This is an optimization exercise on Yosys and OpenROAD, whose aim is small area, a short achievable clock period and few clock cycles per item, not a production implementation.
Function was checked by simulation only, so behaviour that the tests miss may differ from the original.

<file path="flow/config.mk">
export PLATFORM = sky130hd
export DESIGN_NAME = ex_stage
export DESIGN_NICKNAME = ex_stage
export VERILOG_FILES = /design/flow/design.v
export SDC_FILE = /design/flow/constraint.sdc
export NUM_CORES = 4
export LEC_CHECK = 0
export ABC_AREA = 1
export CAP_MARGIN = 20
export CORE_MARGIN = 2
export CORE_UTILIZATION = 40
export SETUP_SLACK_MARGIN = 3.3
export SLEW_MARGIN = 20
</file>
<file path="flow/constraint.sdc">
create_clock -name core_clock -period 5.5 [get_ports {clk_i}]
set_input_delay 1.1000 -clock core_clock [delete_from_list [all_inputs] [get_ports {clk_i}]]
set_output_delay 1.1000 -clock core_clock [all_outputs]
set_load 0.01 [all_outputs]
</file>
<file path="flow/standard.sh">
#!/bin/bash
# synth_recipe.tcl (not shown) runs the flow's synth.tcl, then flattens the netlist and writes it again
# the make line also repeats each setting of config.mk as NAME=value (left out here)
make -C /OpenROAD-flow-scripts/flow DESIGN_CONFIG=/design/flow/config.mk WORK_HOME=/design/flow/orfs CLKGATE_MAP_FILE= SYNTH_SCRIPT=/design/flow/synth_recipe.tcl "${@:-finish}"
</file>
<file path="flow/flow/run.sh">
#!/bin/bash
# Standard layout, with the port buffers made from the smallest plain buffer
# (the resizer still upsizes any that need it).
set -euo pipefail
export BUFFER_PORTS_ARGS="-buffer_cell sky130_fd_sc_hd__buf_1"
bash standard.sh > standard.log 2>&1
</file>
<file path="flow/design.v">
package ex_pkg;
    localparam int unsigned XLEN          = 32;
    localparam int unsigned TRANS_ID_BITS = 3;
    typedef enum logic [3:0] {
        ADD = 4'd0,
        SUB = 4'd1,
        AND = 4'd2,
        OR  = 4'd3,
        XOR = 4'd4,
        SLL = 4'd5,
        SRL = 4'd6,
        SLT = 4'd7,
        MUL = 4'd8
    } fu_op_e;
    typedef struct packed {
        fu_op_e                   operator;
        logic [TRANS_ID_BITS-1:0] trans_id;
        logic [XLEN-1:0]          operand_a;
        logic [XLEN-1:0]          operand_b;
    } fu_data_t;
    typedef struct packed {
        logic [TRANS_ID_BITS-1:0] trans_id;
        logic [XLEN-1:0]          result;
    } wb_data_t;
endpackage
`timescale 1ns/1ps
module mul_step (
    input  logic [31:0] a_i,
    input  logic [2:0]  d0_i,
    input  logic [2:0]  d1_i,
    input  logic [31:0] s_i,
    input  logic [31:0] c_i,
    output logic [31:0] s_o,
    output logic [31:0] c_o
);
    logic [31:0] pp0, pp1, s1, c1;
    assign pp0 = (({32{d0_i[0]}} & a_i) | ({32{d0_i[1]}} & (a_i << 1))) ^ {32{d0_i[2]}};
    assign pp1 = (({32{d1_i[0]}} & (a_i << 2)) | ({32{d1_i[1]}} & (a_i << 3))) ^ {32{d1_i[2]}};
    csa32 csa_a (.x_i(s_i), .y_i({c_i[31:1], d0_i[2]}), .z_i(pp0), .s_o(s1), .c_o(c1));
    csa32 csa_b (.x_i(s1),  .y_i({c1[31:1], d1_i[2]}),  .z_i(pp1), .s_o(s_o), .c_o(c_o));
endmodule
module csa32 (
    input  logic [31:0] x_i,
    input  logic [31:0] y_i,
    input  logic [31:0] z_i,
    output logic [31:0] s_o,
    output logic [31:0] c_o
);
    logic [31:0] maj;
    assign s_o = x_i ^ y_i ^ z_i;
    assign maj = (x_i & y_i) | (x_i & z_i) | (y_i & z_i);
    assign c_o = {maj[30:0], 1'b0};
endmodule
module cond_add8 (
    input  logic [7:0] a_i,
    input  logic [7:0] b_i,
    output logic [7:0] s0_o,
    output logic [7:0] s1_o,
    output logic       g_o,
    output logic       p_o
);
    logic [7:0] p0, g0;
    logic [7:0] g [4];
    logic [7:0] p [4];
    always_comb begin
        p0 = a_i ^ b_i;
        g0 = a_i & b_i;
        g[0] = g0;
        p[0] = p0;
        for (int l = 0; l < 3; l++) begin
            for (int i = 0; i < 8; i++) begin
                if ((i >> l) & 1) begin
                    g[l+1][i] = g[l][i] | (p[l][i] & g[l][((i >> l) << l) - 1]);
                    p[l+1][i] = p[l][i] & p[l][((i >> l) << l) - 1];
                end else begin
                    g[l+1][i] = g[l][i];
                    p[l+1][i] = p[l][i];
                end
            end
        end
        s0_o[0] = p0[0];
        s1_o[0] = ~p0[0];
        for (int i = 1; i < 8; i++) begin
            s0_o[i] = p0[i] ^ g[3][i-1];
            s1_o[i] = p0[i] ^ (g[3][i-1] | p[3][i-1]);
        end
        g_o = g[3][7];
        p_o = p[3][7];
    end
endmodule
`timescale 1ns/1ps
module ex_stage (
    input  logic        clk_i,
    input  logic        rst_ni,
    input  logic        issue_req_i,
    input  logic [70:0] issue_data_i,
    output logic        issue_ack_o,
    output logic        wb_req_o,
    output logic [34:0] wb_data_o,
    input  logic        wb_ack_i
);
    logic [3:0]  in_op;
    logic [2:0]  in_id;
    logic [31:0] in_a, in_b;
    assign {in_op, in_id, in_a, in_b} = issue_data_i;
    logic        q_v, q_ph, q_cy;
    logic [2:0]  q_id;
    logic [31:0] q_a, q_b;
    logic        q_add, q_sub, q_slt, q_and, q_or, q_xor, q_sll, q_srl, q_mul;
    logic        q_mv, q_ar;
    logic        s_v;
    logic [34:0] s_data;
    logic        m_busy, m_done, m_av, m_rdy, m_p, m_cz;
    logic [2:0]  m_id;
    logic [31:0] m_a, m_b, m_s, m_c;
    logic [31:0] m_s_nxt, m_c_nxt;
    logic [2:0]  m_d0, m_d1;
    logic q_free, capture, load_slot, mul_start, mul_reload, step1;
    assign mul_start  = q_mv && m_av;
    assign mul_reload = m_rdy && (!q_v || q_mv);
    assign load_slot  = !s_v && q_ar;
    assign step1      = q_v && !q_ph;
    assign q_free     = !q_v || load_slot || mul_start;
    assign capture    = issue_req_i && !issue_ack_o && q_free && !mul_reload;
    logic [7:0]  s_blk0;
    logic        c_blk0;
    logic [31:0] s0_all, s1_all;
    logic [3:0]  g_all, p_all;
    logic [31:0] sh1;
    for (genvar k = 0; k < 4; k++) begin : g_blk
        cond_add8 blk (.a_i(q_a[8*k +: 8]), .b_i(q_b[8*k +: 8]),
                       .s0_o(s0_all[8*k +: 8]), .s1_o(s1_all[8*k +: 8]),
                       .g_o(g_all[k]), .p_o(p_all[k]));
    end
    assign s_blk0 = q_sub ? s1_all[7:0] : s0_all[7:0];
    assign c_blk0 = g_all[0] | (p_all[0] & q_sub);
    assign sh1    = q_a >> {q_b[4:2], 2'b00};
    logic        c1, c2, c3, lt;
    logic [31:0] sum, sh2, sh2_rev, res;
    assign c1  = q_cy;
    assign c2  = q_b[1] | (q_b[0] & q_cy);
    assign c3  = q_b[3] | (q_b[2] & q_b[1]) | (q_b[2] & q_b[0] & q_cy);
    assign sum = {c3 ? q_b[31:24] : q_a[31:24],
                  c2 ? q_b[23:16] : q_a[23:16],
                  c1 ? q_b[15:8]  : q_a[15:8],
                  q_a[7:0]};
    assign lt  = q_b[6] ? q_b[7] : sum[31];
    always_comb begin
        sh2 = q_a >> q_b[1:0];
        for (int i = 0; i < 32; i++) sh2_rev[i] = sh2[31 - i];
        res = ({32{q_add}} & sum)
            | ({32{q_and}} & (q_a & q_b))
            | ({32{q_or}}  & (q_a | q_b))
            | ({32{q_xor}} & (q_a ^ q_b))
            | ({32{q_srl}} & sh2)
            | ({32{q_sll}} & sh2_rev)
            | {31'd0, q_slt & lt};
    end
    logic        in_sub, in_sll, in_mul, in_one;
    logic [31:0] in_a_rev;
    assign in_sub = (in_op == 4'd1) || (in_op == 4'd7);
    assign in_sll = (in_op == 4'd5);
    assign in_mul = (in_op == 4'd8);
    assign in_one = (in_op == 4'd2) || (in_op == 4'd3) || (in_op == 4'd4) || (in_op > 4'd8);
    always_comb for (int i = 0; i < 32; i++) in_a_rev[i] = in_a[31 - i];
    logic m_busy_n, m_done_n;
    assign m_busy_n = mul_start || (m_busy && !mul_reload);
    assign m_done_n = mul_start ? (q_b == '0 || q_a == '0)
                                : ((m_b[31:4] == '0 && !m_b[3]) || m_a[27:0] == '0);
    always_ff @(posedge clk_i or negedge rst_ni) begin
        if (!rst_ni) begin
            issue_ack_o <= 1'b0;
            q_v         <= 1'b0;
            q_ph        <= 1'b0;
            q_mv        <= 1'b0;
            q_ar        <= 1'b0;
            s_v         <= 1'b0;
            wb_req_o    <= 1'b0;
            m_busy      <= 1'b0;
            m_av        <= 1'b1;
            m_rdy       <= 1'b0;
        end else begin
            issue_ack_o <= issue_ack_o ? issue_req_i : capture;
            q_v         <= capture || mul_reload || (q_v && !q_free);
            q_ph        <= q_v && !q_free && !mul_reload;
            q_mv        <= mul_reload ? 1'b0 : (q_free ? (capture && in_mul) : q_mv);
            q_ar        <= mul_reload ? m_cz : (q_free ? (capture && in_one) : (q_v && !q_mul));
            s_v         <= load_slot || (s_v && !(wb_req_o && wb_ack_i));
            wb_req_o    <= wb_req_o ? !wb_ack_i : (!wb_ack_i && (s_v || load_slot));
            m_busy      <= m_busy_n;
            m_av        <= !m_busy_n || m_done_n;
            m_rdy       <= m_busy_n && m_done_n;
        end
    end
    always_ff @(posedge clk_i) begin
        if (mul_reload) begin
            q_id  <= m_id;
            q_a   <= m_s;
            q_b   <= m_c;
            {q_add, q_sub, q_slt, q_and, q_or, q_xor, q_sll, q_srl, q_mul} <=
                m_cz ? 9'b000010000 : 9'b100000000;
        end else if (q_free) begin
            q_id  <= in_id;
            q_a   <= in_sll ? in_a_rev : in_a;
            q_b   <= in_sub ? ~in_b : in_b;
            q_add <= (in_op == 4'd0) || (in_op == 4'd1);
            q_sub <= in_sub;
            q_slt <= (in_op == 4'd7);
            q_and <= (in_op == 4'd2);
            q_or  <= (in_op == 4'd3);
            q_xor <= (in_op == 4'd4);
            q_sll <= in_sll;
            q_srl <= (in_op == 4'd6);
            q_mul <= in_mul;
        end else if (step1) begin
            if (q_add || q_slt) begin
                q_a  <= {s0_all[31:8], s_blk0};
                q_b  <= {s1_all[31:8], q_a[31], q_a[31] == q_b[31], 2'b00,
                         g_all[2], p_all[2], g_all[1], p_all[1]};
                q_cy <= c_blk0;
            end
            if (q_sll || q_srl) q_a <= sh1;
        end
    end
    always_ff @(posedge clk_i) begin
        if (load_slot) s_data <= {q_id, res};
    end
    assign wb_data_o = s_data;
    mul_step step_i (
        .a_i  ( m_a      ),
        .d0_i ( m_d0     ),
        .d1_i ( m_d1     ),
        .s_i  ( m_s      ),
        .c_i  ( m_c      ),
        .s_o  ( m_s_nxt  ),
        .c_o  ( m_c_nxt  )
    );
    function automatic logic [2:0] booth_ctl(input logic [2:0] d);
        booth_ctl = {d[2],
                     (d[2] & ~d[1] & ~d[0]) | (~d[2] & d[1] & d[0]),
                     d[1] ^ d[0]};
    endfunction
    always_ff @(posedge clk_i) begin
        if (mul_start) m_id <= q_id;
        m_a    <= mul_start ? q_a : (m_a << 4);
        m_b    <= mul_start ? q_b : (m_b >> 4);
        m_p    <= mul_start ? 1'b0 : m_b[3];
        m_d0   <= m_done_n ? 3'b000 : mul_start ? booth_ctl({q_b[1:0], 1'b0}) : booth_ctl(m_b[5:3]);
        m_d1   <= m_done_n ? 3'b000 : mul_start ? booth_ctl(q_b[3:1])         : booth_ctl(m_b[7:5]);
        m_s    <= mul_start ? '0 : m_s_nxt;
        m_c    <= mul_start ? '0 : m_c_nxt;
        m_done <= m_done_n;
        m_cz   <= !mul_start && m_done && (m_c == '0);
    end
endmodule
</file>
==> flow_summary.toml, run 1 <==
[place]
dp_hpwl_um = 55010
port-buffer-count = 111
place_congestion = 0.9821
dp_cells = 2867
dpl_cell_area_sq_um = 18400

[detailed_routing]
wl_per_cell_um = 25.77
drt_wl_total_um = 78950
antenna_left = 0
first_pass_iters = 6
first_iter_violations = 2623
via_count = 18090
via_per_inst = 5.906
post-route-drc-count = 0

[setup_path]
cp.arrival_ps = 2830
crit_fanout = 2
end_kind = "flop"
cp_top_family = "adder cells"
slowest_stage = "edfxtp_1"
r2r_setup_slack_ps = 3020
ff2ff_path_depth = 7
r2r-end = "q_a[28]"
critPathBufInv = 0
max_stage_delay_ps = 480
crit_path_cell_trace = "ha_4, fa_2, nand3_2, nand2_2, fa_2, a22oi_2, o221ai_2"
r2r_start = "q_a[24]"
cp-start-kind = "flop"
required_ps = 5850
cp_common_cell = "fa_2"
crit_type = "reg -> reg"

[sta]
clock_skew_ps = 34.18
worst-slew-pin-transition_ps = 978.6
fmaxAchievable_mhz = 403.6
setup_tns_ps = 0
slew_viol_final = 0
fin_crit_sh_pct = 45.05
rsz0062_at_grt = "true"
finalHoldViolations = 0
slew_headroom_pct = 33.93
fin_crit_ps = 2478
setup_violations = 0

[run]
drv_cap = 0

[grt]
antenna_found_initial = 2
grt_max_degree = 68
grt_pass1_vias = 16710
grt_pass1_wl_um = 112300
track_usage_pct = 32.86
grt-ovfl-total = 0

[layout]
layout.nets = 2658
synthToLayoutAreaGrowth_pct = 27.10
fin_area_sq_um = 22460
layoutNonFillerInstCount = 3063
drive_gt1_share_pct = 22.52
n_fill_cell = 4216

[cts]
path_clk_slew_ps = 60
clock_latency_ps = 620
ctsHtreeMaxLevel = 1
cts_sinks = 257
cts.path.max_buffers = 3
root_buffer = "clkbuf_16"
cts_tree = "done"
cts_buffers = 30

[yosys]
mappedNetlistArea_sq_um = 17670
yosysTopAreaCell = "edfxtp_1"
synth_top_area_share_pct = 19.54
synth_flop_cell = "dfxtp_1"
yosysWarnings = 4
synth_edf_count = 115
synthTopCellsByCount = "nand2_1, inv_1, o21ai_0, nor2_1, dfxtp_1"
synth.avg_cell_area_sq_um = 7.781
ys_seq_elements = 257
syn-num-nets = 2484
yosysSeqAreaShare_pct = 35.92
post-synth-top-count-cell = "nand2_1"
syn-instance-count = 2271
synth_area_leaders = "edfxtp_1, dfxtp_1, nand2_1"
netlist-cell-type-count = 50
synthArstFlopShare_pct = 3.891

[hold_path]
hp-start = "m_b[28]"
hold_path_depth = 2
whs_endpoint = "m_b[24]"
min_path_type = "reg -> reg"

[floorplan]
num_rows = 77
die_h_um = 214.2
core-area_sq_um = 43930
die_w_um = 214.2
num_io_pins = 112
die_area_sq_um = 45870
start_util_pct = 40.22

[outcome]
status = "finished clean"
## layout by cell type (no fill, tap or decap), types with 19 or more instances in the layout
cell type    n
xor2_1      47
o22ai_1     47
buf_1       79
ha_1        46
clkbuf_16   34
dfxtp_1    128
a221oi_1    19
edfxtp_1   115
nor2_1     199
inv_2       50
nand3_2     20
buf_4      104
fa_1        27
o21ai_0    204
a21oi_1    100
a22oi_1     23
nand3_1     55
fa_2        42
inv_1      199
nand2_1    457
buf_6       22
xor2_2      26
o22ai_4     30
nand2_2     30
o211ai_1    24
clkbuf_2    28
nand4_1     42
## registers in the layout (all words and copies together), names as in the netlist, 29 cells and up
register and flops:
s_data 35, q_a 32, m_s 32, m_b 29
m_a 32, q_b 32, m_c 31
## through the flow
stage	setup WS, ps	hold slack [ps]	util (%)
final	3022	456.3	51.13
after global routing	2972	468.8	51.11
after CTS	3046	460.4	48.66
after detailed placement	2130	439.0	41.89
after global placement	2132	432.4	41.89
after floorplan	3277	421.5	-
## cell type report
type                            count  area, sq um  area share (%)
Multi-Input combinational cell   1623        11200           49.88
Sequential cell                   257         6360           28.32
Timing Repair Buffer              260         1956           8.707
Inverter                          269         1087           4.841
Clock buffer                       39        868.3           3.866
Tap cell                          592        740.7           3.298
Clock inverter                     17        214.0          0.9526
Timing Repair inverter              4        26.28          0.1170
Antenna cell                        2        5.005         0.02228
## metal layers
metal	share of wire (%)	vias to the layer above	wire length, um	GRT usage (%)
met5	0.042	-	33	0
li1	-	7928	-	-
met2	42	1296	33090	48.08
met3	12	211	9476	6.340
met4	5.1	4	4006	13.33
met1	41	8651	32340	47.56
## timing repair
item | in CTS | in global routing
pin swaps | 110 | 135
buffers inserted | 80 | 46
hold buffers | 0 | 0
gates resized for setup | 240 | 204
gates cloned | 8 | 4
setup endpoints to repair | 262 | 178
## how the worst max path moves through the flow
stage	slack, ps	endpoint	cells after the start	start
5_1_grt	2970	m_s[25]	10	m_d0[0]
2_1_floorplan	3280	q_b[23]	11	issue_data_i[68]
6_report	3020	q_a[28]	7	q_a[24]
3_5_place_dp	2130	q_a[20]	8	issue_data_i[67]
3_3_place_gp	2130	q_a[20]	8	issue_data_i[67]
4_1_cts	3050	q_b[21]	10	q_a[16]
## cell families (layout without fill, tap and decap cells)
logic type / Yosys count / in the layout / share of synthesized area (%)
buf+inv: 396 / 589 / 9.396
compound gates: 515 / 515 / 16.89
fa+ha+maj: 138 / 138 / 12.70
mux: 6 / 6 / 0.3399
xor+xnor: 88 / 88 / 4.362
simple gates: 871 / 876 / 20.39
flops: 257 / 257 / 35.92
other cells: 0 / 2 / 0
## tightest hold or removal path, cell delays in order (launching register included)
cell	delay, ps
dfxtp_1	320
nand2_1	50
o21ai_0	50
Testbench counts, summed over its fixed seeds: cycles 6,948, ops 2,400.
==> run 2: changes to the inputs <==
--- a/flow/config.mk
+++ b/flow/config.mk
@@ -10,4 +10,4 @@
 export CORE_MARGIN = 2
 export CORE_UTILIZATION = 40
-export SETUP_SLACK_MARGIN = 3.3
+export SETUP_SLACK_MARGIN = 3.0
 export SLEW_MARGIN = 20
==> run 2 against run 1 <==
Still clean. Critical path depth shrank 1. Non-clock buffer count shrank 60. First-iteration DRC count fell by 0.72%. Global-route usage is 1.1 points lower. Sequential share of layout area grew 3.1 points. Critical endpoint is now s_data[24].
==> flow_summary.toml, run 2 <==
[sta]
finalHoldViolations = 0
rsz0062_at_grt = "true"
clock_skew_ps = 48.60
worst-slew-pin-transition_ps = 854.6
fin_crit_ps = 2547
fin_crit_sh_pct = 46.31
hold_slack_ps = 458.0
slew_viol_final = 0
slew_headroom_pct = 43.03
setup_tns_ps = 0
setup_violations = 0
fmaxAchievable_mhz = 392.6

[layout]
multi_input_area_sq_um = 9891
drive_gt1_share_pct = 9.988
largest_register = "s_data"
fin_area_sq_um = 20240
largest_reg_flops = 35
most-common-layout-cells = "nand2_1, inv_1, o21ai_0"
n_fill_cell = 4553
layout.nets = 2593
synthToLayoutAreaGrowth_pct = 14.52
ff_latch_area_sq_um = 6359
final_common_cell = "nand2_1"
fin_util_pct = 46.06
antenna_cells = 0

[yosys]
synth_compound_area_share_pct = 16.89
synthAdderAreaFrac_pct = 12.70
yosysTopAreaCell = "edfxtp_1"
yosysWarnings = 4
mappedNetlistArea_sq_um = 17670
post-synth-top-count-cell = "nand2_1"
synth_edf_count = 115
synth_mux_area_share_pct = 0.3399
synth_area_leaders = "edfxtp_1, dfxtp_1, nand2_1"
yosysSeqAreaShare_pct = 35.92
netlist-cell-type-count = 50
synth_flop_cell = "dfxtp_1"
synthArstFlopShare_pct = 3.891
synth_top_area_share_pct = 19.54
synth_top_family_by_area = "simple AND/OR/NAND/NOR gates"
syn-num-nets = 2484
yosys.area_share.simple_pct = 20.39
synth.avg_cell_area_sq_um = 7.781
synth_xor_area_share_pct = 4.362
ys_seq_elements = 257
syn-instance-count = 2271
synthTopCellsByCount = "nand2_1, inv_1, o21ai_0, nor2_1, dfxtp_1"

[floorplan]
die_w_um = 214.2
num_io_pins = 112
die_area_sq_um = 45870
start_util_pct = 40.22
core-area_sq_um = 43930
num_rows = 77
die_h_um = 214.2

[cts]
path_clk_slew_ps = 60
cts_tree = "done"
root_buffer = "clkbuf_16"
hold_buffers = 0
cts_buffers = 30
ctsHtreeMaxLevel = 1
cts_sinks = 257
clock_latency_ps = 630
cts.path.max_buffers = 3

[place]
port-buffer-count = 111
dp_hpwl_um = 55120
place_congestion = 0.9940
dpl_cell_area_sq_um = 18360

[detailed_routing]
antenna_left = 0
via_count = 17470
first_pass_iters = 6
via_per_inst = 5.831
drt_wl_total_um = 75390
post-route-drc-count = 0
wl_per_cell_um = 25.17
first_iter_violations = 2604

[run]
drv_cap = 0

[grt]
antenna_found_initial = 2
grt-ovfl-total = 0
grt_pass1_wl_um = 108200
grt_max_degree = 69
track_usage_pct = 31.78
grt_pass1_vias = 15950

[setup_path]
crit_type = "reg -> reg"
end_kind = "flop"
cp.arrival_ps = 2820
crit_fanout = 6
cp-start-kind = "flop"
required_ps = 5770
startpoint = "q_a[24]"
r2r_start = "q_a[24]"

[hold_path]
min_path_type = "in -> async"

[outcome]
status = "finished clean"
## run 2: changes by cell type in the layout (fill, tap and decap cells not counted), sizes merged
cell,delta
clkbuf,-28
clkinvlp,-3
clkinv,-1
inv,+3
bufinv,-3
nand3,-1
nand2,-2
diode,-2
buf,-31
## run 2: critical path: stages (launching register included)
cell	delay, ps
edfxtp_1	440
buf_4	160
buf_4	170
inv_1	240
ha_2	410
a221oi_1	550
nand4_1	230
## run 2: through the flow
stage | instances | setup slack (ps)
after floorplan | 2271 | 3088
after global placement | 2868 | 2230
after detailed placement | 2868 | 2257
after CTS | 2953 | 3001
after global routing | 2995 | 2962
final | 2995 | 2953
## run 2: final timing paths
| path | slack, ps | cells past startpoint | end |
|---|---|---|---|
| setup / recovery | 2950 | 6 | s_data[24] |
| hold / removal | 460 | 1 | m_rdy |
| setup reg to reg | 2950 | 6 | s_data[24] |
| hold reg to reg | 460 | 2 | m_b[16] |
| max in group asynchronous | 4600 | 1 | q_mv |
| min in group core_clock | 460 | 2 | m_b[16] |
## run 2: layer usage
layer	track usage (%)	vias up	part of all wire, %
li1	-	7793	-
met1	46.47	8373	42
met2	47.12	1147	42
met3	5.702	150	11
met4	11.00	2	4.1
met5	0	-	0.013
## run 2: kinds of logic after synthesis
kind of cell	Yosys count
adders and majority gates	138
and+or+nand+nor	871
xor gates and xnor gates	88
buffers and inverters	396
AOI/OAI and AO/OA	515
DFF	257
muxes	6
## run 2: layout make-up
class	count	share of cell area, %
inverters	269	5.268
well taps	592	3.660
clock inverters	15	0.6554
flip-flops and latches	257	31.42
multi-input cells	1620	48.88
repair buffers	200	5.843
repair inverters	2	0.07420
clock buffers	40	4.198
## run 2: what timing repair did
| item | 4_1_cts | 5_1_grt |
|---|---|---|
| gates cloned | 3 | 1 |
| setup buffers | 27 | 41 |
| setup endpoints to repair | 214 | 96 |
| gates resized for setup | 41 | 55 |
| hold endpoints to repair | 0 | 0 |
| pin swaps | 4 | 8 |
==> run 3: changes to the inputs <==
--- a/flow/design.v
+++ b/flow/design.v
@@ -119,5 +119,5 @@
     assign mul_start  = q_mv && m_av;
     assign mul_reload = m_rdy && (!q_v || q_mv);
-    assign load_slot  = !s_v && q_ar;
+    assign load_slot  = (!s_v || (wb_req_o && wb_ack_i)) && q_ar;
     assign step1      = q_v && !q_ph;
     assign q_free     = !q_v || load_slot || mul_start;
--- a/flow/config.mk
+++ b/flow/config.mk
@@ -10,4 +10,5 @@
 export CORE_MARGIN = 2
 export CORE_UTILIZATION = 40
+export CTS_BUF_LIST = sky130_fd_sc_hd__clkbuf_4 sky130_fd_sc_hd__clkbuf_8
 export SETUP_SLACK_MARGIN = 3.0
 export SLEW_MARGIN = 20
==> run 3 against run 2 <==
Maximum frequency rose by 0.42%. Utilization grew 0.38 points. Still clean on timing, DRC and antenna. Via count is 1.8% lower. Largest cell class unchanged. Sequential cell count is the same. Critical path depth is 6 higher. Die area decreased by 0.49%. Clock-buffer cell count is 34 higher.
==> flow_summary.toml, run 3 <==
[outcome]
status = "finished clean"

[layout]
drive_gt1_share_pct = 9.946
n_fill_cell = 4382
fin_util_pct = 46.44
layout.nets = 2578
most-common-layout-cells = "nand2_1, inv_1, nor2_1"
largest_reg_flops = 35
synthToLayoutAreaGrowth_pct = 14.28
final_common_cell = "nand2_1"
largest_register = "s_data"

[yosys]
synth_edf_count = 115
mappedNetlistArea_sq_um = 17580
synth_top_area_share_pct = 19.64
synth.avg_cell_area_sq_um = 7.828
synth_area_leaders = "edfxtp_1, dfxtp_1, nand2_1"
ys_seq_elements = 257
synthArstFlopShare_pct = 3.891
syn-num-nets = 2459
yosysWarnings = 4
yosysTopAreaCell = "edfxtp_1"
netlist-cell-type-count = 53
syn-instance-count = 2246
yosysSeqAreaShare_pct = 36.10
post-synth-top-count-cell = "nand2_1"
synth_flop_cell = "dfxtp_1"
synthTopCellsByCount = "nand2_1, inv_1, nor2_1, o21ai_0, dfxtp_1"

[detailed_routing]
antenna_left = 0
wl_per_cell_um = 23.76
post-route-drc-count = 0
first_pass_iters = 8
drt_wl_total_um = 71020
first_iter_violations = 2387
via_per_inst = 5.740
via_count = 17160

[cts]
cts.path.max_buffers = 3
hold_buffers = 0
cts_sinks = 257
clock_latency_ps = 640
cts_buffers = 47
path_clk_slew_ps = 60
ctsHtreeMaxLevel = 2
root_buffer = "clkbuf_8"
cts_tree = "done"

[grt]
grt_max_degree = 70
track_usage_pct = 31.13
antenna_found_initial = 1
grt_pass1_wl_um = 103000
grt_pass1_vias = 15820
grt-ovfl-total = 0

[sta]
setup_violations = 0
worst-slew-pin-transition_ps = 1099
rsz0062_at_grt = "true"
finalHoldViolations = 0
fin_crit_ps = 2536
finalWorstSetupSlack_ps = 2964
clock_skew_ps = 32.70
slew_viol_final = 0
fmaxAchievable_mhz = 394.3
fin_crit_sh_pct = 46.12
setup_tns_ps = 0
hold_slack_ps = 455.3
slew_headroom_pct = 26.76

[setup_path]
r2r_setup_slack_ps = 2960
crit_fanout = 29
startpoint = "q_b[1]"
cp.arrival_ps = 2900
ff2ff_path_depth = 12
crit_type = "reg -> reg"
required_ps = 5860
r2r_start = "q_b[1]"
endpoint = "q_a[4]"
cp-start-kind = "flop"
r2r-end = "q_a[4]"
end_kind = "flop"

[place]
port-buffer-count = 111
dp_slack_ps = 1950
dp_hpwl_um = 53260
place_congestion = 0.9775

[floorplan]
core-area_sq_um = 43270
die_area_sq_um = 45650
die_h_um = 213.7
num_io_pins = 112
die_w_um = 213.7
num_rows = 76
start_util_pct = 40.64

[hold_path]
min_path_type = "in -> async"

[run]
drv_cap = 0
-- run 3: cell count changes after synthesis, sizes merged, moves of 7 or more --
cell    change
inv        -18
xnor2      +17
a22oi      -12
nand4       -8
a31oi       -7
o211ai      -7
xor2        +7
-- run 3: cells by family (layout without fill, tap and decap cells) --
group           Yosys count  count (layout)  synth area share (%)
xor+xnor                112             112                 5.579
other cells               0               1                     0
mux                      10              10                0.5693
compound gates          495             495                 16.15
fa+ha+maj               138             138                 12.77
flops                   257             257                 36.10
buf+inv                 371             527                 8.789
simple gates            863             864                 20.04
-- run 3: per-stage QoR --
stage	instances	instance area, sq um
global route	2988	20090
finish	2989	20090
detailed placement	2837	18290
floorplan	2246	17620
global placement	2837	18290
CTS	2950	19640
-- run 3: worst min path at each step --
stage	from	endpoint	slack [ps]	cells past startpoint
floorplan	q_id[0]	m_id[0]	420	0
global placement	m_b[19]	m_b[15]	440	2
detailed placement	m_b[27]	m_b[23]	440	2
CTS	rst_ni	q_v	440	1
global route	rst_ni	q_v	470	1
finish	rst_ni	q_ar	460	1
-- run 3: critical path: stages, from the launching register on --
cell      delay (ps)
edfxtp_1         450
buf_12           220
clkinv_8         150
ha_2             400
nand3_1          110
nand3_1          160
nand2_1           90
nand2_1          120
nand2_1           80
nand2_1           60
nor2_1            60
o21ai_0          280
nand2_1           80
-- run 3: final cells by class --
class	count	area, sq um	area share, %
multi-input cells	1619	9874	49.14
repair inverters	2	15.01	0.07472
clock inverters	13	128.9	0.6414
flip-flops and latches	257	6354	31.62
inverters	250	991.0	4.932
repair buffers	188	1090	5.424
well taps	585	732.0	3.643
clock buffers	74	905.9	4.508
diodes	1	2.502	0.01245
-- run 3: what timing repair did --
| item | 4_1_cts | 5_1_grt |
|---|---|---|
| pin swaps | 1 | 3 |
| buffers inserted | 23 | 37 |
| resized for setup | 34 | 44 |
| gates cloned | 3 | 1 |
| setup endpoints to repair | 204 | 102 |
-- run 3: routing by layer --
layer	vias to the layer above	track usage [%]	wire (um)
met4	2	9.938	2320
met3	135	6.195	8405
met1	8215	46.63	30960
li1	7717	-	-
met2	1087	44.70	29330
met5	-	0	8
Testbench counts of run 3, summed over its fixed seeds: cycles 6,883, ops 2,400.
==> run 4: changes to the inputs <==
--- a/flow/config.mk
+++ b/flow/config.mk
@@ -10,5 +10,4 @@
 export CORE_MARGIN = 2
 export CORE_UTILIZATION = 40
-export CTS_BUF_LIST = sky130_fd_sc_hd__clkbuf_4 sky130_fd_sc_hd__clkbuf_8
 export SETUP_SLACK_MARGIN = 3.0
 export SLEW_MARGIN = 20
==> run 4 against run 3 <==
Still clean. Via count decreased by 0.32%. Synthesized area did not move. Highest routed layer unchanged.
==> flow_summary.toml, run 4 <==
[outcome]
status = "finished clean"

[detailed_routing]
post-route-drc-count = 0
antenna_left = 0
drt_wl_total_um = 71220
via_count = 17100
via_per_inst = 5.781
wl_per_cell_um = 24.08
first_pass_iters = 6
first_iter_violations = 2492

[yosys]
synth_area_leaders = "edfxtp_1, dfxtp_1, nand2_1"
netlist-cell-type-count = 53
syn-instance-count = 2246
synthTopCellsByCount = "nand2_1, inv_1, nor2_1, o21ai_0, dfxtp_1"
post-synth-top-count-cell = "nand2_1"
yosysSeqAreaShare_pct = 36.10
yosysTopAreaCell = "edfxtp_1"
synth.avg_cell_area_sq_um = 7.828
ys_seq_elements = 257
synth_top_area_share_pct = 19.64
yosysWarnings = 4
syn-num-nets = 2459
synth_edf_count = 115
synthArstFlopShare_pct = 3.891
synth_flop_cell = "dfxtp_1"
mappedNetlistArea_sq_um = 17580

[setup_path]
cp.arrival_ps = 2810
required_ps = 5850
startpoint = "q_a[9]"
crit_type = "reg -> reg"
slowest_stage = "edfxtp_1"
r2r_setup_slack_ps = 3040
end_kind = "flop"
cp-start-kind = "flop"
crit_path_cell_trace = "inv_1, ha_1, nand3_1, nor2_1, nand2_1, nor2_1, o21ai_0, nand2_1, o21ai_0"
r2r_start = "q_a[9]"
max_stage_delay_ps = 570
cp_top_family = "simple AND/OR/NAND/NOR gates"
crit_fanout = 5
critPathBufInv = 1

[cts]
cts_buffers = 30
root_buffer = "clkbuf_16"
path_clk_slew_ps = 70
cts_sinks = 257
clock_latency_ps = 620
ctsHtreeMaxLevel = 1
cts.path.max_buffers = 3
hold_buffers = 0
cts_tree = "done"

[grt]
antenna_found_initial = 3
grt_util_met1_pct = 46.18
track_usage_pct = 30.89
grt_pass1_wl_um = 102600
met3_usage_pct = 6.034
busiest_layer = "met1"
grt_pass1_vias = 15720
grt_max_degree = 70
use_met2_pct = 44.86
grt-ovfl-total = 0

[layout]
fin_util_pct = 46.63
final_common_cell = "nand2_1"
most-common-layout-cells = "nand2_1, inv_1, nor2_1"
largest_register = "s_data"
largest_reg_flops = 35
drive_gt1_share_pct = 8.769
layout.nets = 2561
synthToLayoutAreaGrowth_pct = 14.75

[sta]
slew_viol_final = 0
fin_crit_ps = 2461
setup_violations = 0
setup_tns_ps = 0
hold_slack_ps = 455.3
rsz0062_at_grt = "true"
slew_headroom_pct = 24.70
fin_crit_sh_pct = 44.75
fmaxAchievable_mhz = 406.3
finalHoldViolations = 0
worst-slew-pin-transition_ps = 1130
clock_skew_ps = 42.45

[floorplan]
num_rows = 76
die_h_um = 213.7
core-area_sq_um = 43270
num_io_pins = 112
start_util_pct = 40.64
die_area_sq_um = 45650
die_w_um = 213.7

[place]
port-buffer-count = 111
dp_hpwl_um = 53260
place_congestion = 0.9775

[run]
drv_cap = 0

[hold_path]
min_path_type = "in -> async"
[run 4: cell counts after synthesis]
Identical to the previous run, type by type.
[run 4: logic make-up after synthesis]
group	Yosys count	share of synthesized area, %
mux	10	0.5693
compound gates	495	16.15
xor+xnor	112	5.579
flops	257	36.10
buf+inv	371	8.789
simple gates	863	20.04
fa+ha+maj	138	12.77
[run 4: worst paths after layout]
path / endpoint / cells after the start
worst max-delay path: q_b[15] / 9
worst min-delay path: s_v / 1
worst max register to register: q_b[15] / 9
worst min register to register: m_b[11] / 2
max in group asynchronous: wb_req_o / 1
min in group core_clock: m_b[11] / 2
[run 4: final cells by class]
| type | count | area, sq um |
|---|---|---|
| clock inverter | 20 | 267.8 |
| clock buffer | 36 | 857.1 |
| timing repair buffer | 188 | 1099 |
| tap | 585 | 732.0 |
| fill | 4359 | 23090 |
| antenna | 1 | 2.502 |
| inverter | 250 | 993.5 |
| sequential | 257 | 6354 |
| multi-input combinational | 1619 | 9856 |
| timing repair inverter | 2 | 15.01 |
[run 4: metal layers]
| layer | wire length [um] | up-vias |
|---|---|---|
| met5 | 22 | - |
| met4 | 2494 | 4 |
| met3 | 8543 | 146 |
| met2 | 29440 | 1126 |
| met1 | 30720 | 8156 |
| li1 | - | 7669 |
[run 4: repair_timing]
item / CTS / global route
gates cloned: 3 / 1
buffers inserted: 22 / 38
setup endpoints to repair: 204 / 73
resized for setup: 36 / 44
pin swaps: 1 / 4
[run 4: per-stage QoR]
step / cell area, sq um / std cells / worst slack [ps]
6_report: 20180 / 2958 / 3039
5_1_grt: 20170 / 2957 / 2943
4_1_cts: 19730 / 2918 / 3002
3_5_place_dp: 18290 / 2837 / 1950
3_3_place_gp: 18290 / 2837 / 1982
2_1_floorplan: 17620 / 2246 / 3015
==> run 5: changes to the inputs <==
--- a/flow/config.mk
+++ b/flow/config.mk
@@ -10,4 +10,5 @@
 export CORE_MARGIN = 2
 export CORE_UTILIZATION = 40
+export CTS_BUF_LIST = sky130_fd_sc_hd__clkbuf_2 sky130_fd_sc_hd__clkbuf_4
 export SETUP_SLACK_MARGIN = 3.0
 export SLEW_MARGIN = 20
==> run 5 against run 4 <==
Still clean on timing, DRC and antenna. Critical path depth rose by 1. Cell area down 0.53%. Hold slack worse by 210 ps. Non-clock buffer count increased by 3. Die area unchanged. First-iteration DRC count decreased by 4.2%.
==> flow_summary.toml, run 5 <==
[outcome]
status = "finished clean"

[sta]
setup_violations = 0
fin_crit_ps = 2473
hold_slack_ps = 243.3
setup_tns_ps = 0
slew_headroom_pct = 24.97
worst-slew-pin-transition_ps = 1125
rsz0062_at_grt = "true"
slew_viol_final = 0
fin_crit_sh_pct = 44.96
finalWorstSetupSlack_ps = 3027
fmaxAchievable_mhz = 404.4
finalHoldViolations = 0
clock_skew_ps = 58.66

[setup_path]
crit_fanout = 4
critPathBufInv = 2
r2r-end = "q_b[21]"
crit_type = "reg -> reg"
required_ps = 6060
r2r_start = "q_a[19]"
cp_common_cell = "buf_4"
end_kind = "flop"
cp.depth = 10
crit_path_cell_trace = "buf_4, buf_4, ha_1, a21oi_2, nand2_1, fa_1, o21bai_1, o21ai_1, a21o_1, nand3_1"
cp_top_family = "adder cells"
cp-start-kind = "flop"
cp.arrival_ps = 3030
ff2ff_path_depth = 10
r2r_setup_slack_ps = 3030
slowest_stage = "edfxtp_1"
max_stage_delay_ps = 490

[yosys]
syn-instance-count = 2246
synth_edf_count = 115
yosysTopAreaCell = "edfxtp_1"
netlist-cell-type-count = 53
synth_top_area_share_pct = 19.64
yosysWarnings = 4
synth.avg_cell_area_sq_um = 7.828
mappedNetlistArea_sq_um = 17580
post-synth-top-count-cell = "nand2_1"
synthArstFlopShare_pct = 3.891
yosysSeqAreaShare_pct = 36.10
synth_flop_cell = "dfxtp_1"
synthTopCellsByCount = "nand2_1, inv_1, nor2_1, o21ai_0, dfxtp_1"
syn-num-nets = 2459
synth_area_leaders = "edfxtp_1, dfxtp_1, nand2_1"
ys_seq_elements = 257

[place]
dp_hpwl_um = 53260
port-buffer-count = 111
dp_slack_ps = 1950
place_congestion = 0.9775

[grt]
grt-ovfl-total = 0
grt_max_degree = 70
grt_pass1_wl_um = 103300
grt_pass1_vias = 16020
antenna_found_initial = 4
track_usage_pct = 31.32

[run]
drv_cap = 0

[floorplan]
start_util_pct = 40.64
die_area_sq_um = 45650
die_h_um = 213.7
die_w_um = 213.7
num_rows = 76
core-area_sq_um = 43270
num_io_pins = 112

[hold_path]
min_path_type = "in -> async"

[layout]
largest_reg_flops = 35
drive_gt1_share_pct = 11.40
synthToLayoutAreaGrowth_pct = 14.14
fin_util_pct = 46.38
most-common-layout-cells = "nand2_1, inv_1, nor2_1"
final_common_cell = "nand2_1"
layout.nets = 2607
largest_register = "s_data"

[detailed_routing]
drt_wl_total_um = 71370
via_per_inst = 5.725
via_count = 17390
wl_per_cell_um = 23.50
first_iter_violations = 2387
first_pass_iters = 8
antenna_left = 0
post-route-drc-count = 0

[cts]
cts.path.max_buffers = 3
root_buffer = "clkbuf_4"
cts_buffers = 73
path_clk_slew_ps = 60
ctsHtreeMaxLevel = 3
clock_latency_ps = 850
cts_tree = "done"
cts_sinks = 257
run 5: cell counts after synthesis:
No cell type changed its count.
run 5: repair_timing:
item,4_1_cts,5_1_grt
setup endpoints to repair,204,99
pin swaps,1,2
gates cloned,3,1
gates resized for setup,37,50
buffers inserted,21,42
hold buffers,0,0
run 5: how the worst max path moves through the flow:
stage,start,endpoint
2_1_floorplan,wb_ack_i,q_a[0]
3_3_place_gp,wb_ack_i,q_a[2]
3_5_place_dp,wb_ack_i,q_a[7]
4_1_cts,m_d0[1],m_s[14]
5_1_grt,q_a[19],q_b[21]
6_report,q_a[19],q_b[21]
run 5: metal layers:
metal	GRT usage, %	routed length (um)
met1	45.99	30840
met2	44.82	29820
met3	7.557	8372
met4	10.49	2223
met5	0	106
run 5: layout make-up:
type,instances,area (sq um)
Clock inverter,23,181.4
Inverter,250,989.7
Antenna cell,5,12.51
Sequential cell,257,6354
Timing Repair inverter,2,15.01
Multi-Input combinational cell,1619,9851
Clock buffer,105,788.3
Timing Repair Buffer,191,1145
Fill cell,4377,23200
Tap cell,585,732.0
run 5: logic make-up after synthesis:
kind of cell	count (synthesis)	share of synthesized area [%]
muxes	10	0.5693
AOI/OAI and AO/OA	495	16.15
buffers and inverters	371	8.789
DFF	257	36.10
xor gates and xnor gates	112	5.579
adders and majority gates	138	12.77
and+or+nand+nor	863	20.04
run 5: through the flow:
step | instances | cell area [sq um]
3_3_place_gp | 2837 | 18290
5_1_grt | 3036 | 20070
3_5_place_dp | 2837 | 18290
4_1_cts | 2989 | 19560
6_report | 3037 | 20070
2_1_floorplan | 2246 | 17620
==> run 6: changes to the inputs <==
--- a/flow/design.v
+++ b/flow/design.v
@@ -53,6 +53,6 @@
 endmodule
 module cond_add8 (
-    input  logic [7:0] a_i,
-    input  logic [7:0] b_i,
+    input  logic [7:0] p_i,
+    input  logic [7:0] g_i,
     output logic [7:0] s0_o,
     output logic [7:0] s1_o,
@@ -60,12 +60,9 @@
     output logic       p_o
 );
-    logic [7:0] p0, g0;
     logic [7:0] g [4];
     logic [7:0] p [4];
     always_comb begin
-        p0 = a_i ^ b_i;
-        g0 = a_i & b_i;
-        g[0] = g0;
-        p[0] = p0;
+        g[0] = g_i;
+        p[0] = p_i;
         for (int l = 0; l < 3; l++) begin
             for (int i = 0; i < 8; i++) begin
@@ -79,9 +76,9 @@
             end
         end
-        s0_o[0] = p0[0];
-        s1_o[0] = ~p0[0];
+        s0_o[0] = p_i[0];
+        s1_o[0] = ~p_i[0];
         for (int i = 1; i < 8; i++) begin
-            s0_o[i] = p0[i] ^ g[3][i-1];
-            s1_o[i] = p0[i] ^ (g[3][i-1] | p[3][i-1]);
+            s0_o[i] = p_i[i] ^ g[3][i-1];
+            s1_o[i] = p_i[i] ^ (g[3][i-1] | p[3][i-1]);
         end
         g_o = g[3][7];
@@ -129,5 +126,5 @@
     logic [31:0] sh1;
     for (genvar k = 0; k < 4; k++) begin : g_blk
-        cond_add8 blk (.a_i(q_a[8*k +: 8]), .b_i(q_b[8*k +: 8]),
+        cond_add8 blk (.p_i(q_a[8*k +: 8]), .g_i(q_b[8*k +: 8]),
                        .s0_o(s0_all[8*k +: 8]), .s1_o(s1_all[8*k +: 8]),
                        .g_o(g_all[k]), .p_o(p_all[k]));
@@ -150,7 +147,7 @@
         for (int i = 0; i < 32; i++) sh2_rev[i] = sh2[31 - i];
         res = ({32{q_add}} & sum)
-            | ({32{q_and}} & (q_a & q_b))
+            | ({32{q_and}} & q_b)
             | ({32{q_or}}  & (q_a | q_b))
-            | ({32{q_xor}} & (q_a ^ q_b))
+            | ({32{q_xor}} & q_a)
             | ({32{q_srl}} & sh2)
             | ({32{q_sll}} & sh2_rev)
@@ -158,14 +155,16 @@
     end
     logic        in_sub, in_sll, in_mul, in_one;
-    logic [31:0] in_a_rev;
+    logic [31:0] in_a_rev, in_bx;
+    logic        in_pg;
     assign in_sub = (in_op == 4'd1) || (in_op == 4'd7);
     assign in_sll = (in_op == 4'd5);
     assign in_mul = (in_op == 4'd8);
     assign in_one = (in_op == 4'd2) || (in_op == 4'd3) || (in_op == 4'd4) || (in_op > 4'd8);
+    assign in_pg  = (in_op <= 4'd4) || (in_op == 4'd7);
+    assign in_bx  = in_sub ? ~in_b : in_b;
     always_comb for (int i = 0; i < 32; i++) in_a_rev[i] = in_a[31 - i];
     logic m_busy_n, m_done_n;
     assign m_busy_n = mul_start || (m_busy && !mul_reload);
-    assign m_done_n = mul_start ? (q_b == '0 || q_a == '0)
-                                : ((m_b[31:4] == '0 && !m_b[3]) || m_a[27:0] == '0);
+    assign m_done_n = !mul_start && ((m_b[31:4] == '0 && !m_b[3]) || m_a[27:0] == '0);
     always_ff @(posedge clk_i or negedge rst_ni) begin
         if (!rst_ni) begin
@@ -196,12 +195,12 @@
         if (mul_reload) begin
             q_id  <= m_id;
-            q_a   <= m_s;
-            q_b   <= m_c;
+            q_a   <= m_s ^ m_c;
+            q_b   <= m_s & m_c;
             {q_add, q_sub, q_slt, q_and, q_or, q_xor, q_sll, q_srl, q_mul} <=
                 m_cz ? 9'b000010000 : 9'b100000000;
         end else if (q_free) begin
             q_id  <= in_id;
-            q_a   <= in_sll ? in_a_rev : in_a;
-            q_b   <= in_sub ? ~in_b : in_b;
+            q_a   <= in_pg ? (in_a ^ in_bx) : in_sll ? in_a_rev : in_a;
+            q_b   <= in_pg ? (in_a & in_bx) : in_b;
             q_add <= (in_op == 4'd0) || (in_op == 4'd1);
             q_sub <= in_sub;
@@ -216,5 +215,5 @@
             if (q_add || q_slt) begin
                 q_a  <= {s0_all[31:8], s_blk0};
-                q_b  <= {s1_all[31:8], q_a[31], q_a[31] == q_b[31], 2'b00,
+                q_b  <= {s1_all[31:8], q_b[31], !q_a[31], 2'b00,
                          g_all[2], p_all[2], g_all[1], p_all[1]};
                 q_cy <= c_blk0;
==> run 6 against run 5 <==
Cell count about the same. Sequential cell count unchanged. Non-clock buffer count shrank 36. Sequential share of layout area grew 0.66 points. Critical path depth is the same. Utilization shrank 0.84 points. Critical endpoint is now q_b[11].
==> flow_summary.toml, run 6 <==
[outcome]
status = "finished clean"

[layout]
largest_reg_flops = 35
drive_gt1_share_pct = 9.265
n_fill_cell = 4546
layout.nets = 2596
largest_register = "s_data"
final_common_cell = "nand2_1"
fin_area_sq_um = 19660
synthToLayoutAreaGrowth_pct = 12.16
most-common-layout-cells = "nand2_1, nor2_1, inv_1"

[setup_path]
crit_type = "reg -> reg"
startpoint = "q_b[8]"
crit_fanout = 3
max_stage_delay_ps = 510
cp-start-kind = "flop"
r2r_setup_slack_ps = 2970
crit_path_cell_trace = "ha_1, nor2_1, inv_1, ha_1, nor2_1, o21ai_0, xor2_1, nor2_1, a21oi_1, o21ai_1"
cp_common_cell = "nor2_1"
cp.arrival_ps = 3120
required_ps = 6090
ff2ff_path_depth = 10
r2r-end = "q_b[11]"
end_kind = "flop"
r2r_start = "q_b[8]"
slowest_stage = "edfxtp_1"

[yosys]
synthAdderAreaFrac_pct = 12.14
syn-num-nets = 2484
mappedNetlistArea_sq_um = 17530
synth.avg_cell_area_sq_um = 7.705
syn-instance-count = 2275
ys_seq_elements = 257
synth_area_leaders = "edfxtp_1, dfxtp_1, nand2_1"
synth_flop_cell = "dfxtp_1"
synth_edf_count = 115
synth_compound_area_share_pct = 15.19
synth_xor_area_share_pct = 5.646
yosys.area_share.simple_pct = 21.96
yosysTopAreaCell = "edfxtp_1"
post-synth-top-count-cell = "nand2_1"
yosysWarnings = 4
synthArstFlopShare_pct = 3.891
netlist-cell-type-count = 50
yosysSeqAreaShare_pct = 36.21
synthTopCellsByCount = "nand2_1, nor2_1, inv_1, o21ai_0, dfxtp_1"
synth_top_area_share_pct = 19.70
synth_top_family_by_area = "simple AND/OR/NAND/NOR gates"
synth_mux_area_share_pct = 0.5711

[place]
dpl_cell_area_sq_um = 18270
place_congestion = 0.9902
dp_slack_ps = 2018
port-buffer-count = 111
dp_hpwl_um = 55830

[detailed_routing]
drt_wl_total_um = 74720
via_count = 17280
wl_per_cell_um = 24.58
first_pass_iters = 6
antenna_left = 0
first_iter_violations = 2082
via_per_inst = 5.685
post-route-drc-count = 0

[floorplan]
start_util_pct = 40.60
die_area_sq_um = 45510
core-area_sq_um = 43170
die_h_um = 213.3
num_io_pins = 112
die_w_um = 213.3
num_rows = 76

[cts]
cts_tree = "done"
cts_sinks = 257
root_buffer = "clkbuf_4"
clock_latency_ps = 850
cts_buffers = 76
ctsHtreeMaxLevel = 3
path_clk_slew_ps = 70
cts.path.max_buffers = 3

[sta]
rsz0062_at_grt = "false"
finalHoldViolations = 0
fin_crit_sh_pct = 46.00
setup_violations = 0
setup_tns_ps = 0
finalWorstSetupSlack_ps = 2970
clock_skew_ps = 90.74
slew_viol_final = 0
worst-slew-pin-transition_ps = 1071
hold_slack_ps = 254.6
fmaxAchievable_mhz = 395.2
slew_headroom_pct = 28.53
fin_crit_ps = 2530

[grt]
grt-ovfl-total = 0
antenna_found_initial = 2
grt_max_degree = 101
track_usage_pct = 32.95
grt_pass1_vias = 16020
grt_pass1_wl_um = 107900

[hold_path]
min_path_type = "in -> async"

[run]
drv_cap = 0
run 6: cell count changes in the layout (fill, tap and decap cells not counted), sizes merged, moves of 12 or more:
cell	delta
buf	-35
o211ai	+24
o21ai	+13
a21oi	-41
xnor2	-29
xor2	+30
clkinv	+12
a221oi	-22
nand2	+32
nor2	+16
nand3	+28
inv	-13
run 6: routing by layer:
| layer | vias up | global-route usage [%] | part of all wire [%] |
|---|---|---|---|
| li1 | 7837 | - | - |
| met1 | 8171 | 47.15 | 42 |
| met2 | 1108 | 47.76 | 42 |
| met3 | 166 | 7.337 | 11 |
| met4 | 0 | 14.03 | 4.5 |
| met5 | - | 0 | 0 |
run 6: logic make-up (layout without fill, tap and decap cells):
logic type                 count (synthesis)  count (layout)
AOI/OAI and AO/OA                        467             467
muxes                                     10              10
buffers and inverters                    357             530
other                                      0               5
xor gates and xnor gates                 113             113
DFF                                      257             257
and+or+nand+nor                          937             939
adders and majority gates                134             134
run 6: critical path, delay by kind of cell, from the launching register on:
| kind | cells | cell delay (ps) |
|---|---|---|
| AO/OA/AOI/OAI | 3 | 390 |
| XOR/XNOR | 1 | 290 |
| adder cells (fa/ha/maj) | 2 | 420 |
| buffers and inverters | 1 | 70 |
| flip-flops | 1 | 510 |
| AND/OR/NAND/NOR | 3 | 590 |
run 6: through the flow:
stage	cells	util (%)
2_1_floorplan	2275	-
3_3_place_gp	2861	42.32
3_5_place_dp	2861	42.32
4_1_cts	3022	45.15
5_1_grt	3040	45.54
6_report	3040	45.54
run 6: cell type report:
class	count	area (sq um)	share of cell area, %
inverter	231	902.1	4.589
tap	585	732.0	3.723
antenna	5	12.51	0.06364
timing repair inverter	3	20.02	0.1018
clock buffer	107	803.3	4.086
sequential	257	6355	32.32
clock inverter	34	195.2	0.9928
timing repair buffer	155	795.8	4.048
multi-input combinational	1663	9844	50.07
run 6: worst max-delay path by stage:
stage	end	slack [ps]	cells after the start
global route	issue_ack_o	2990	1
detailed placement	q_a[17]	2020	12
finish	q_b[11]	2970	10
floorplan	q_a[30]	2940	11
global placement	q_a[17]	2060	12
CTS	q_a[17]	3000	8
run 6: repair_timing:
item / in CTS / in global routing
resized for setup: 18 / 20
pin swaps: 3 / 4
cloned: 4 / 1
setup buffers: 16 / 12
hold buffers: 0 / 0
endpoints found under the setup margin: 195 / 105
Testbench counts of run 6, summed over its fixed seeds: cycles 6,879, ops 2,400.
==> run 7: changes to the inputs <==
--- a/flow/config.mk
+++ b/flow/config.mk
@@ -10,5 +10,4 @@
 export CORE_MARGIN = 2
 export CORE_UTILIZATION = 40
-export CTS_BUF_LIST = sky130_fd_sc_hd__clkbuf_2 sky130_fd_sc_hd__clkbuf_4
-export SETUP_SLACK_MARGIN = 3.0
+export SETUP_SLACK_MARGIN = 3.2
 export SLEW_MARGIN = 20
==> run 7 against run 6 <==
Hold slack gained 180 ps. Clock-buffer cell count is 74 lower. Sequential cell count unchanged. Critical path depth is the same. Setup slack gained 100 ps. Sequential share of layout area shrank 1.7 points. Clock skew is 76 ps lower. Synthesized area stayed put. Via count up 0.98%. Synthesized cell count did not move. Utilization rose by 2.6 points. Critical path type is now in -> reg. Largest cell class unchanged.
==> flow_summary.toml, run 7 <==
[cts]
cts_sinks = 257
cts_buffers = 29
cts_tree = "done"
ctsHtreeMaxLevel = 1
clock_latency_ps = 600
root_buffer = "clkbuf_16"
cts.path.max_buffers = 3
path_clk_slew_ps = 60

[sta]
fin_crit_ps = 2428
hold_slack_ps = 438.6
fmaxAchievable_mhz = 411.9
clock_skew_ps = 14.79
setup_tns_ps = 0
worst-slew-pin-transition_ps = 1136
finalHoldViolations = 0
slew_headroom_pct = 24.30
fin_crit_sh_pct = 44.14
slew_viol_final = 0
setup_violations = 0
rsz0062_at_grt = "true"

[setup_path]
required_ps = 5810
cp-start-kind = "primary input"
ff2ff_path_depth = 9
r2r_setup_slack_ps = 3110
startpoint = "issue_data_i[68]"
crit_type = "in -> reg"
end_kind = "flop"
r2r-end = "m_s[18]"
r2r_start = "m_d0[1]"
cp.arrival_ps = 2740
crit_fanout = 49

[yosys]
synthArstFlopShare_pct = 3.891
syn-num-nets = 2484
synth.avg_cell_area_sq_um = 7.705
synth_edf_count = 115
mappedNetlistArea_sq_um = 17530
synth_top_area_share_pct = 19.70
synth_flop_cell = "dfxtp_1"
syn-instance-count = 2275
netlist-cell-type-count = 50
yosysTopAreaCell = "edfxtp_1"
ys_seq_elements = 257
post-synth-top-count-cell = "nand2_1"
synth_area_leaders = "edfxtp_1, dfxtp_1, nand2_1"
synthTopCellsByCount = "nand2_1, nor2_1, inv_1, o21ai_0, dfxtp_1"
yosysWarnings = 4
yosysSeqAreaShare_pct = 36.21

[floorplan]
die_area_sq_um = 45510
die_h_um = 213.3
die_w_um = 213.3
start_util_pct = 40.60
num_io_pins = 112
core-area_sq_um = 43170
num_rows = 76

[place]
port-buffer-count = 111
dp_cells = 2858
place_congestion = 1.032
dp_hpwl_um = 54610

[detailed_routing]
wl_met2_um = 30700
first_pass_iters = 6
route.met3.wl_um = 8437
top_layer_used = "met5"
wl_per_cell_um = 24.80
antenna_left = 0
via_count = 17450
post-route-drc-count = 0
first_iter_violations = 2239
wl_met1_um = 31120
drt_wl_total_um = 74200
via_per_inst = 5.833

[layout]
antenna_cells = 0
drive_gt1_share_pct = 11.92
largest_register = "s_data"
final_common_cell = "nand2_1"
synthToLayoutAreaGrowth_pct = 18.45
n_fill_cell = 4303
most-common-layout-cells = "nand2_1, nor2_1, inv_1"
largest_reg_flops = 35
layout.nets = 2593
layoutNonFillerInstCount = 2992

[hold_path]
hp-start = "q_id[0]"
min_path_type = "reg -> reg"
whs_endpoint = "m_id[0]"
hold_path_depth = 0

[grt]
track_usage_pct = 31.99
grt_max_degree = 101
grt_pass1_wl_um = 105900
grt-ovfl-total = 0
antenna_found_initial = 2
grt_pass1_vias = 15940

[outcome]
status = "finished clean"

[run]
drv_cap = 0
-- run 7: cell types whose count changed in the layout (fill, tap and decap cells not counted), sizes merged, moves of 2 or more --
cell      delta
clkinvlp     +9
clkinv      -18
clkbuf      -78
nand2        +2
buf         +46
inv          -4
diode        -5
-- run 7: per-stage QoR --
stage	setup slack, ps	instance area, sq um	utilization [%]
3_5_place_dp	1977	18330	42.47
3_3_place_gp	1970	18330	42.47
6_report	3072	20760	48.09
4_1_cts	3156	19900	46.10
5_1_grt	3002	20760	48.09
2_1_floorplan	2937	17690	-
-- run 7: cell type report --
| class | count | area (sq um) | share of cell area [%] |
|---|---|---|---|
| clock inverters | 21 | 217.7 | 1.049 |
| well taps | 585 | 732.0 | 3.525 |
| inverters | 231 | 945.9 | 4.556 |
| repair buffers | 197 | 1274 | 6.135 |
| repair inverters | 4 | 30.03 | 0.1446 |
| flip-flops and latches | 257 | 6360 | 30.63 |
| multi-input cells | 1664 | 10440 | 50.29 |
| clock buffers | 33 | 762.0 | 3.670 |
-- run 7: cell families after synthesis --
kind of cell               count (synthesis)  share of synthesized area, %
and+or+nand+nor                          937                         21.96
AOI/OAI and AO/OA                        467                         15.19
buffers and inverters                    357                         8.288
DFF                                      257                         36.21
adders and majority gates                134                         12.14
xor gates and xnor gates                 113                         5.646
muxes                                     10                        0.5711
-- run 7: worst max-delay path by stage --
stage / cells past startpoint / slack, ps / endpoint
2_1_floorplan: 11 / 2940 / q_a[30]
3_3_place_gp: 10 / 1970 / q_a[1]
3_5_place_dp: 10 / 1980 / q_a[1]
4_1_cts: 9 / 3160 / q_b[19]
5_1_grt: 9 / 3000 / m_s[18]
6_report: 10 / 3070 / q_a[1]
-- run 7: routing by layer --
layer	vias to the layer above	track usage, %
li1	7779	-
met1	8354	46.44
met2	1114	45.66
met3	201	6.283
met4	4	14.75
met5	-	0
-- run 7: what timing repair did --
action / in CTS / in global routing
setup endpoints to repair: 179 / 132
gates resized for setup: 59 / 120
hold buffers: 0 / 0
buffers inserted: 41 / 32
pin swaps: 17 / 73
gates cloned: 5 / 2
-- run 7: worst max-delay path, cell delays in order --
cell	delay, ps
buf_4	140
inv_2	90
nand2_1	110
nor2_4	140
nor2_4	50
nand2_2	120
inv_6	110
buf_16	210
o211ai_1	480
nand3_1	170
==> run 8: changes to the inputs <==
--- a/flow/config.mk
+++ b/flow/config.mk
@@ -10,4 +10,4 @@
 export CORE_MARGIN = 2
 export CORE_UTILIZATION = 40
-export SETUP_SLACK_MARGIN = 3.2
+export SETUP_SLACK_MARGIN = 3.4
 export SLEW_MARGIN = 20
==> run 8 against run 7 <==
Still clean. Via count rose by 3.0%. Die area did not move. Synthesized area did not move. Cell area rose by 11%. Cell count rose by 2.5%. Global-route usage rose by 1.9 points. Critical path depth fell by 1. Sequential cell count did not move.
==> flow_summary.toml, run 8 <==
[floorplan]
die_h_um = 213.3
num_io_pins = 112
start_util_pct = 40.60
num_rows = 76
die_w_um = 213.3
die_area_sq_um = 45510
core-area_sq_um = 43170

[yosys]
netlist-cell-type-count = 50
synthArstFlopShare_pct = 3.891
synth_area_leaders = "edfxtp_1, dfxtp_1, nand2_1"
synth_top_area_share_pct = 19.70
synth_edf_count = 115
post-synth-top-count-cell = "nand2_1"
yosysSeqAreaShare_pct = 36.21
synth.avg_cell_area_sq_um = 7.705
syn-instance-count = 2275
ys_seq_elements = 257
synthTopCellsByCount = "nand2_1, nor2_1, inv_1, o21ai_0, dfxtp_1"
yosysTopAreaCell = "edfxtp_1"
yosysWarnings = 4
synth_flop_cell = "dfxtp_1"
mappedNetlistArea_sq_um = 17530
syn-num-nets = 2484

[layout]
antenna_cells = 0
synthToLayoutAreaGrowth_pct = 31.19
drive_gt1_share_pct = 21.84
layout.nets = 2665
largest_register = "s_data"
fin_util_pct = 53.27
final_common_cell = "nand2_1"
multi_input_area_sq_um = 11440
most-common-layout-cells = "nand2_1, nor2_1, inv_1"
ff_latch_area_sq_um = 6364
n_fill_cell = 4103
largest_reg_flops = 35

[setup_path]
end_kind = "flop"
cp-start-kind = "primary input"
crit_type = "in -> reg"
crit_path_cell_trace = "buf_12, nor2_4, nand2_8, nand2_8, buf_6, xor2_2, ha_4, o211ai_1, nand4_1"
r2r_setup_slack_ps = 3150
ff2ff_path_depth = 9
cp_common_cell = "nand2_8"
cp_top_family = "simple AND/OR/NAND/NOR gates"
required_ps = 5780
cp.arrival_ps = 2640
slowest_stage = "o211ai_1"
max_stage_delay_ps = 260
r2r_start = "m_d0[1]"
critPathBufInv = 2
crit_fanout = 8
r2r-end = "m_s[4]"

[outcome]
status = "finished clean"

[cts]
cts_sinks = 257
ctsHtreeMaxLevel = 2
clock_latency_ps = 560
root_buffer = "clkbuf_16"
cts.path.max_buffers = 3
cts_buffers = 34
path_clk_slew_ps = 60
cts_tree = "done"

[grt]
grt_pass1_wl_um = 110600
grt_pass1_vias = 16510
grt-ovfl-total = 0
grt_max_degree = 101
antenna_found_initial = 1
track_usage_pct = 33.84

[place]
port-buffer-count = 111
place_congestion = 0.9943
dp_hpwl_um = 54540

[sta]
setup_tns_ps = 0
worst-slew-pin-transition_ps = 1102
slew_viol_final = 0
finalHoldViolations = 0
fin_crit_sh_pct = 42.82
setup_violations = 0
rsz0062_at_grt = "true"
slew_headroom_pct = 26.52
fmaxAchievable_mhz = 424.6
clock_skew_ps = 21.81
fin_crit_ps = 2355

[detailed_routing]
wl_per_cell_um = 26.31
first_iter_violations = 2335
via_count = 17980
drt_wl_total_um = 80700
first_pass_iters = 6
via_per_inst = 5.863
post-route-drc-count = 0
antenna_left = 0

[hold_path]
hp-start = "m_b[26]"
min_path_type = "reg -> reg"
whs_endpoint = "m_b[22]"
hold_path_depth = 2

[run]
drv_cap = 0
## run 8: routing by layer
metal  GRT usage, %  vias up  share of wire (%)
met2          49.06     1261                 42
met5              0        -                  0
li1               -     7922                  -
met4          18.03        0                6.2
met3          8.333      263                 13
met1          46.49     8535                 39
## run 8: worst max path at each step
stage,slack [ps],cells after the start,end,start
2_1_floorplan,2940,11,q_a[30],issue_data_i[69]
3_3_place_gp,2070,11,q_a[4],issue_data_i[70]
3_5_place_dp,2010,11,q_a[4],issue_data_i[70]
4_1_cts,3190,9,m_s[17],m_d0[1]
5_1_grt,3090,9,m_s[4],m_d0[1]
6_report,3150,9,q_a[3],issue_data_i[69]
## run 8: cell type report
class | instances | area share [%]
Clock buffer | 48 | 4.331
Clock inverter | 14 | 0.5659
Inverter | 231 | 4.500
Multi-Input combinational cell | 1667 | 49.74
Sequential cell | 257 | 27.67
Tap cell | 585 | 3.183
Timing Repair Buffer | 254 | 9.505
Timing Repair inverter | 11 | 0.5006
## run 8: stage by stage
| step | hold WS [ps] | instance area, sq um | instances | worst slack [ps] |
|---|---|---|---|---|
| floorplan | 417.7 | 17810 | 2275 | 2937 |
| global placement | 426.2 | 18440 | 2860 | 2066 |
| detailed placement | 443.6 | 18440 | 2860 | 2011 |
| CTS | 453.2 | 21260 | 3003 | 3188 |
| global route | 476.4 | 23000 | 3067 | 3088 |
| finish | 453.4 | 23000 | 3067 | 3145 |
## run 8: repair_timing
action / 4_1_cts / 5_1_grt
gates cloned: 14 / 11
pin swaps: 137 / 172
buffers inserted: 67 / 53
hold buffers: 0 / 0
endpoints found under the setup margin: 266 / 235
gates resized for setup: 211 / 251
## run 8: kinds of logic after synthesis
| kind of cell | share of synthesized area [%] |
|---|---|
| flip-flops | 36.21 |
| multiplexers | 0.5711 |
| AND/OR/NAND/NOR | 21.96 |
| XOR/XNOR | 5.646 |
| adder cells (fa/ha/maj) | 12.14 |
| buffers and inverters | 8.288 |
| AO/OA/AOI/OAI | 15.19 |
## run 8: worst min-delay path, cell delays in order, from the launching register on
cell and delay (ps):
dfxtp_1 310, nand2_1 60, nand2_1 40

what the ideal ports hide:
Ports are ideal in the flow. The routed layouts listed here were re-timed in OpenROAD. Step 1 sets driving cells, clkbuf_16 on the clock port and buf_2 on the other inputs (assumed; they add their load-dependent delay and slew). Step 2 moves the port delays by t, midway between the first and last clock arrival at a register: inputs arrive t later, outputs are due t later. That takes back most of the time a late clock gives input paths. a / b / c = ideal / step 1 / step 2; a / b = the first two.
run | shift t [ns] | setup slack, ns | hold WS [ns] | slew at the worst register clock pin (ns) | worst data-port slew with drivers (ns)
run 1 | 0.665 | 3.022 / 3.022 / 2.593 | 0.456 / 0.441 / 0.456 | 0.07 / 0.07 | 0.07
run 2 | 0.661 | 2.953 / 2.953 / 2.446 | 0.458 / 0.433 / 0.458 | 0.07 / 0.07 | 0.07
run 3 | 0.680 | 2.964 / 2.964 / 2.458 | 0.455 / 0.426 / 0.456 | 0.07 / 0.07 | 0.06
run 4 | 0.651 | 3.039 / 3.039 / 2.460 | 0.455 / 0.428 / 0.455 | 0.07 / 0.07 | 0.06
run 5 | 0.867 | 3.027 / 2.981 / 2.537 | 0.243 / 0.211 / 0.445 | 0.08 / 0.08 | 0.06
run 6 | 0.852 | 2.970 / 2.970 / 2.246 | 0.255 / 0.226 / 0.450 | 0.07 / 0.07 | 0.06
run 7 | 0.645 | 3.072 / 3.091 / 2.445 | 0.439 / 0.439 / 0.439 | 0.07 / 0.07 | 0.07
run 8 | 0.605 | 3.145 / 3.147 / 2.543 | 0.453 / 0.453 / 0.453 | 0.06 / 0.06 | 0.08
After both steps every run listed still meets setup and hold. For run 6, which loses most, drivers alone change the setup slack by 0.000 ns; drivers and shift together by -0.724 ns.
